What follows belongs to an exercise in optimizing a design on an open flow for small area; a production flow would make more cautious choices.
Only simulation tests tie the RTL to the original design; equivalence was not proved.
No activity file was given, so power comes from the tool's default toggle rates.

==> run a: inputs <==
==> flow/design.v <==
package fetch_pkg;
    typedef logic [31:0] addr_t;   
    typedef logic [31:0] inst_t;   
    typedef logic [63:0] order_t;  
    localparam addr_t RESET_PC   = 32'h6000_0000;
    localparam addr_t INST_BYTES = 32'd4;
    localparam int QUEUE_DEPTH = 64;
    localparam int QPTR_W      = $clog2(QUEUE_DEPTH) + 1;  
    typedef logic [QPTR_W-1:0] qptr_t;
endpackage
`timescale 1ns/1ps
module fu_ha (
    input  logic a,
    input  logic b,
    output logic s,
    output logic c
);
    assign s = a ^ b;
    assign c = a & b;
endmodule
module fu_inc30 (
    input  logic [29:0] a,
    output logic [29:0] y
);
    logic [30:0] c;
    assign c[0] = 1'b1;
    for (genvar i = 0; i < 30; i++) begin : g_b
        fu_ha u_ha (.a(a[i]), .b(c[i]), .s(y[i]), .c(c[i+1]));
    end
endmodule
module fu_xnor2 (
    input  logic a,
    input  logic b,
    output logic y
);
    assign y = ~(a ^ b);
endmodule
module fu_or2 (
    input  logic a,
    input  logic b,
    output logic y
);
    assign y = a | b;
endmodule
module fu_inv (
    input  logic a,
    output logic y
);
    assign y = ~a;
endmodule
module fu_fa (
    input  logic a,
    input  logic b,
    input  logic ci,
    output logic s,
    output logic co
);
    assign {co, s} = {1'b0, a} + {1'b0, b} + {1'b0, ci};
endmodule
module fu_dec_bit (
    input  logic a,
    input  logic c,
    output logic s,
    output logic co
);
    fu_xnor2 u_s (.a(a), .b(c), .y(s));
    fu_or2   u_c (.a(a), .b(c), .y(co));
endmodule
module fu_sub7 (
    input  logic [6:0] a,
    input  logic [6:0] b,
    output logic [6:0] y,
    output logic       no_borrow
);
    logic [7:0] c;
    logic [6:0] b_n;
    assign c[0] = 1'b1;
    for (genvar i = 0; i < 7; i++) begin : g_b
        fu_inv u_n  (.a(b[i]), .y(b_n[i]));
        fu_fa  u_fa (.a(a[i]), .b(b_n[i]), .ci(c[i]), .s(y[i]), .co(c[i+1]));
    end
    assign no_borrow = c[7];
endmodule
module fu_sub30 (
    input  logic [29:0] a,
    input  logic [6:0]  b,
    output logic [29:0] y
);
    logic [23:0] c;
    fu_sub7 u_lo (.a(a[6:0]), .b(b), .y(y[6:0]), .no_borrow(c[0]));
    for (genvar i = 0; i < 23; i++) begin : g_hi
        fu_dec_bit u_b (.a(a[7+i]), .c(c[i]), .s(y[7+i]), .co(c[i+1]));
    end
endmodule
`timescale 1ns/1ps
module fu_aoi222 (
    input  logic a0,
    input  logic s0,
    input  logic a1,
    input  logic s1,
    input  logic a2,
    input  logic s2,
    output logic y
);
    assign y = ~((a0 & s0) | (a1 & s1) | (a2 & s2));
endmodule
module fu_nor2 (
    input  logic a,
    input  logic b,
    output logic y
);
    assign y = ~(a | b);
endmodule
module fu_row_ctl (
    input  logic [5:0]       wpos,
    input  logic             we,
    input  logic             pop,
    output logic [1:0][63:0] wr,
    output logic [1:0][63:0] sh,
    output logic [1:0][63:0] hd
);
    logic [7:0] hi_n;  
    logic [7:0] lo_n;  
    logic       pop_n;
    always_comb begin
        for (int j = 0; j < 8; j++) begin
            hi_n[j] = !((wpos[5:3] == j[2:0]) && we);
            lo_n[j] = (wpos[2:0] != j[2:0]);
        end
        pop_n = !pop;
    end
    for (genvar h = 0; h < 2; h++) begin : g_half
        for (genvar i = 0; i < 64; i++) begin : g_row
            fu_nor2 u_wr (.a(hi_n[i/8]), .b(lo_n[i%8]), .y(wr[h][i]));
            fu_nor2 u_sh (.a(pop_n),     .b(wr[h][i]),  .y(sh[h][i]));
            fu_nor2 u_hd (.a(pop),       .b(wr[h][i]),  .y(hd[h][i]));
        end
    end
endmodule
`timescale 1ns/1ps
module fu_ord_inc (
    input  logic [63:0] q,
    input  logic        inc,
    output logic [63:0] y
);
    logic [7:0]  blk;   
    logic [8:0]  cin;   
    logic [63:0] c;     
    logic [63:0] co;
    always_comb begin
        cin[0] = 1'b1;
        for (int k = 0; k < 8; k++) begin
            blk[k]   = &q[8*k +: 8];
            cin[k+1] = cin[k] & blk[k];
        end
    end
    for (genvar k = 0; k < 8; k++) begin : g_blk
        assign c[8*k] = inc & cin[k];
        for (genvar i = 0; i < 8; i++) begin : g_b
            fu_ha u_ha (.a(q[8*k+i]), .b(c[8*k+i]), .s(y[8*k+i]), .c(co[8*k+i]));
            if (i < 7) begin : g_c
                assign c[8*k+i+1] = co[8*k+i];
            end
        end
    end
endmodule
module fu_a221o (
    input  logic a1,
    input  logic a2,
    input  logic b1,
    input  logic b2,
    input  logic c1,
    output logic x
);
    assign x = (a1 & a2) | (b1 & b2) | c1;
endmodule
`timescale 1ns/1ps
module fetch_unit (
    input  logic              clk,
    input  logic              rst,
    input  logic              i_imem_resp,
    input  fetch_pkg::inst_t  i_imem_rdata,
    output fetch_pkg::addr_t  o_imem_addr,
    input  logic              i_jump,
    input  fetch_pkg::addr_t  i_jump_pc,
    input  logic              i_redirect,
    input  fetch_pkg::addr_t  i_redirect_pc,
    input  fetch_pkg::order_t i_redirect_order,
    input  logic              i_stall,
    output logic              o_inst_valid,
    output fetch_pkg::inst_t  o_inst,
    output fetch_pkg::addr_t  o_inst_pc,
    output fetch_pkg::addr_t  o_inst_next_pc,
    output fetch_pkg::order_t o_inst_order
);
    fetch_pkg::addr_t  fetch_addr;  
    logic              discard;     
    logic [6:0]        count;       
    logic              phase;       
    logic [31:0]       mem [64];    
    fetch_pkg::order_t last_order;  
    logic              redirect;
    logic              pend_wr;     
    logic              accept;
    logic              push;
    logic              pop;
    fetch_pkg::addr_t  wr_data;     
    logic [31:0]       wr_word;     
    logic [29:0]       fetch_inc;
    logic [29:0]       head_w;      
    logic [5:0]        wpos;        
    logic [1:0][63:0]  row_wr;      
    logic [1:0][63:0]  row_sh;      
    logic [1:0][63:0]  row_hd;      
    fetch_pkg::inst_t  head_word;
    fetch_pkg::order_t order_inc;
    logic [31:0]       wr_data_n;
    logic              sel_rpc;
    logic              sel_jpc;
    logic              sel_mem;
    always_comb begin
        redirect = i_jump || i_redirect;
        pend_wr  = redirect && !i_imem_resp;
        accept   = i_imem_resp && !count[6];
        push     = accept && !discard && !redirect;
        pop      = !i_stall && !redirect && (count != 7'd0);
        wr_data  = ~wr_data_n;
        wr_word  = ~(wr_data_n ^ {32{phase}});
    end
    assign sel_rpc = i_redirect;
    assign sel_jpc = !i_redirect && i_jump;
    assign sel_mem = !redirect;
    for (genvar b = 0; b < 32; b++) begin : g_wd
        fu_aoi222 u_wd (.a0(i_redirect_pc[b]), .s0(sel_rpc), .a1(i_jump_pc[b]), .s1(sel_jpc),
                        .a2(i_imem_rdata[b]), .s2(sel_mem), .y(wr_data_n[b]));
    end
    fu_inc30 u_fetch_inc (.a(fetch_addr[31:2]), .y(fetch_inc));
    fu_sub30 u_head_sub  (.a(fetch_addr[31:2]), .b(count), .y(head_w));
    always_ff @(posedge clk) begin
        if (rst) begin
            fetch_addr <= fetch_pkg::RESET_PC;
            discard    <= 1'b0;
        end else if (redirect) begin
            if (i_imem_resp) begin
                fetch_addr <= wr_data;
            end
            discard <= !i_imem_resp;
        end else if (accept) begin
            fetch_addr <= discard ? head_word : {fetch_inc, fetch_addr[1:0]};
            discard    <= 1'b0;
        end
    end
    always_ff @(posedge clk) begin
        if (rst || redirect) begin
            count <= '0;
        end else if (push && !pop) begin
            count <= count + 7'd1;
        end else if (pop && !push) begin
            count <= count - 7'd1;
        end
    end
    always_ff @(posedge clk) begin
        if (rst) begin
            phase <= 1'b0;
        end else begin
            phase <= !phase;
        end
    end
    always_comb begin
        wpos = redirect ? 6'd0 : (count[5:0] - {5'd0, pop});
    end
    fu_row_ctl u_row_ctl (
        .wpos(wpos),
        .we  (push || pend_wr),
        .pop (pop),
        .wr  (row_wr),
        .sh  (row_sh),
        .hd  (row_hd)
    );
    for (genvar i = 0; i < 64; i++) begin : g_row
        logic [31:0] nxt;
        for (genvar b = 0; b < 32; b++) begin : g_bit
            fu_aoi222 u_bit (.a0(mem[i][b]), .s0(row_hd[b/16][i]), .a1(mem[i < 63 ? i + 1 : i][b]),
                             .s1(row_sh[b/16][i]), .a2(wr_word[b]), .s2(row_wr[b/16][i]),
                             .y(nxt[b]));
        end
        always_ff @(posedge clk) begin
            mem[i] <= nxt;
        end
    end
    assign head_word = mem[0] ^ {32{phase}};
    fu_ord_inc u_ord_inc (.q(last_order), .inc(pop), .y(order_inc));
    logic              ord_ld;
    logic              ord_cnt;
    fetch_pkg::order_t order_nxt;
    assign ord_ld  = i_redirect && !rst;
    assign ord_cnt = !i_redirect && !rst;
    for (genvar b = 0; b < 64; b++) begin : g_ord
        fu_a221o u_ord (.a1(i_redirect_order[b]), .a2(ord_ld), .b1(order_inc[b]), .b2(ord_cnt),
                        .c1(rst), .x(order_nxt[b]));
    end
    always_ff @(posedge clk) begin
        last_order <= order_nxt;
    end
    always_ff @(posedge clk) begin
        if (rst || i_redirect) begin
            o_inst_valid <= 1'b0;
        end else if (pop) begin
            o_inst_valid <= 1'b1;
        end else if (!i_stall) begin
            o_inst_valid <= 1'b0;
        end
    end
    always_ff @(posedge clk) begin
        if (pop) begin
            o_inst <= head_word;
        end
    end
    always_ff @(posedge clk) begin
        if (rst) begin
            o_inst_pc <= '0;
        end else if (pop) begin
            o_inst_pc <= {head_w, fetch_addr[1:0]};
        end
    end
    fu_inc30 u_next_inc (.a(o_inst_pc[31:2]), .y(o_inst_next_pc[31:2]));
    always_comb begin
        o_imem_addr          = fetch_addr;
        o_inst_next_pc[1:0]  = o_inst_pc[1:0];
        o_inst_order         = last_order;
    end
endmodule
==> flow/flow/run.sh <==
#!/bin/bash
# The standard layout (standard.sh), with buf_1 port buffers, a clock tree
# without dummy loads, and global routing that keeps met1 free for pin access.
# Each step's log is under orfs/logs; standard.sh's own output is in standard_run.log.
set -euo pipefail
export BUFFER_PORTS_ARGS="-buffer_cell sky130_fd_sc_hd__buf_1"
export CTS_ARGS="-sink_clustering_enable -repair_clock_nets -buf_list sky130_fd_sc_hd__clkbuf_8 -sink_clustering_size 16 -sink_clustering_max_diameter 50 -dont_use_dummy_load"
export FASTROUTE_TCL="$PWD/flow/fastroute.tcl"
bash standard.sh > standard_run.log 2>&1
==> flow/flow/fastroute.tcl <==
# Global routing layers as the platform sets them, but with less met1 and met2
# capacity, so that global routing leaves room on met1 for pin access.
set_global_routing_layer_adjustment $::env(MIN_ROUTING_LAYER)-$::env(MAX_ROUTING_LAYER) 0.2
set_global_routing_layer_adjustment met1 0.6
set_global_routing_layer_adjustment met2 0.35

set_routing_layers -clock $::env(MIN_CLK_ROUTING_LAYER)-$::env(MAX_ROUTING_LAYER)
set_routing_layers -signal $::env(MIN_ROUTING_LAYER)-$::env(MAX_ROUTING_LAYER)
==> flow/standard.sh <==
#!/bin/bash
# synth_recipe.tcl (not shown) runs the flow's synth.tcl, then flattens the netlist and writes it again
# the make line also repeats each setting of config.mk as NAME=value (left out here)
make -C /OpenROAD-flow-scripts/flow DESIGN_CONFIG=/design/flow/config.mk WORK_HOME=/design/flow/orfs CLKGATE_MAP_FILE= SYNTH_SCRIPT=/design/flow/synth_recipe.tcl "${@:-finish}"
==> flow/config.mk <==
export PLATFORM = sky130hd
export DESIGN_NAME = fetch_unit
export DESIGN_NICKNAME = fetch_unit
export VERILOG_FILES = /design/flow/design.v
export SDC_FILE = /design/flow/constraint.sdc
export NUM_CORES = 4
export LEC_CHECK = 0
export CAP_MARGIN = 5
export CELL_PAD_IN_SITES_DETAIL_PLACEMENT = 1
export CELL_PAD_IN_SITES_GLOBAL_PLACEMENT = 2
export CORE_MARGIN = 2
export CORE_UTILIZATION = 50
export SLEW_MARGIN = 5
export SYNTH_HIERARCHICAL = 1
==> flow/constraint.sdc <==
create_clock -name core_clock -period 10.0 [get_ports {clk}]
set_input_delay 2.0000 -clock core_clock [delete_from_list [all_inputs] [get_ports {clk}]]
set_output_delay 2.0000 -clock core_clock [all_outputs]
set_load 0.01 [all_outputs]
==> run b: changes against run a <==
==> flow/flow/run.sh (replaced) <==
#!/bin/bash
# The standard layout (standard.sh), with buf_1 port buffers and a clock
# tree of larger clusters without dummy loads. Each step's log is under orfs/logs.
set -euo pipefail
export BUFFER_PORTS_ARGS="-buffer_cell sky130_fd_sc_hd__buf_1"
export CTS_ARGS="-sink_clustering_enable -repair_clock_nets -buf_list sky130_fd_sc_hd__clkbuf_8 -sink_clustering_size 16 -sink_clustering_max_diameter 50 -dont_use_dummy_load"
bash standard.sh > standard_run.log 2>&1
--- a/flow/config.mk
+++ b/flow/config.mk
@@ -8,6 +8,6 @@
 export CAP_MARGIN = 5
-export CELL_PAD_IN_SITES_DETAIL_PLACEMENT = 1
+export CELL_PAD_IN_SITES_DETAIL_PLACEMENT = 2
 export CELL_PAD_IN_SITES_GLOBAL_PLACEMENT = 2
 export CORE_MARGIN = 2
-export CORE_UTILIZATION = 50
+export CORE_UTILIZATION = 45
 export SLEW_MARGIN = 5
removed: flow/flow/fastroute.tcl
==> out/qor.yml <==
run_status:
  status: "timing/DRC/antenna clean"
timing:
  fin_crit_sh_pct: 95.2
worst_setup_path:
  arrival_ns: 10.30
  cp.depth: 33
  reg2reg_from: "count[0]"
global_route:
  grtUsageMet2_pct: 45.4
  grt_pass1_vias: 60400
  use_met1_pct: 40.8
  use_met3_pct: 4.45
layout:
  drive_gt1_share_pct: 6.96
pwr:
  pwr-share-seq_pct: 62.0
  p_comb_w: 0.00397
  p_leak_nw: 28.2
  combPwrFrac_pct: 17.7
  p_clk_share_pct: 20.3
clocking:
  cts.reportedPaths.clkPinSlew_ns: 0.09
  clock_latency_ns: 0.97
min_path:
  hp-start: "mem[24][22]"
die:
  dieArea_um2: 165000
# the run above: run b

==> out/qor.yml <==
min_path:
  hp-start: "mem[40][16]"
run_status:
  status: "timing/DRC/antenna clean"
die:
  dieArea_um2: 149000
clocking:
  clock_latency_ns: 0.95
worst_setup_path:
  reg2reg_from: "fetch_addr[2]"
global_route:
  grtUsageMet2_pct: 54.7
  use_met1_pct: 69.8
  grt_pass1_vias: 62200
  use_met3_pct: 22.4
pwr:
  pwr-share-seq_pct: 62.5
  p_leak_nw: 28.1
  p_comb_w: 0.00392
layout:
  drive_gt1_share_pct: 6.77
# the run above: run a

port drivers added, routing unchanged:
Ports are ideal in the flow. The routed layouts listed here were re-timed in OpenROAD. Step 1 assumes that a clkbuf_16 drives the clock port and a buf_2 every other input. Step 2 moves the port delays by t, midway between the first and last clock arrival at a register: inputs arrive t later, outputs are due t later. That takes back most of the time a late clock gives input paths. Slacks: ideal ports / drivers / drivers and shift; pairs: ideal ports / drivers.
| run | shift t [ns] | slack for setup (ns) | hold WS [ns] | worst slew at a driven data input, ns | cell pins on the clock port's net |
|---|---|---|---|---|---|
| run a | 0.982 | 0.477 / 0.477 / 0.477 | 0.407 / 0.407 / 0.407 | 0.12 | 1 |
| run b | 1.017 | 0.484 / 0.484 / 0.484 | 0.409 / 0.409 / 0.409 | 0.12 | 1 |
After both steps every run listed still meets setup and hold.
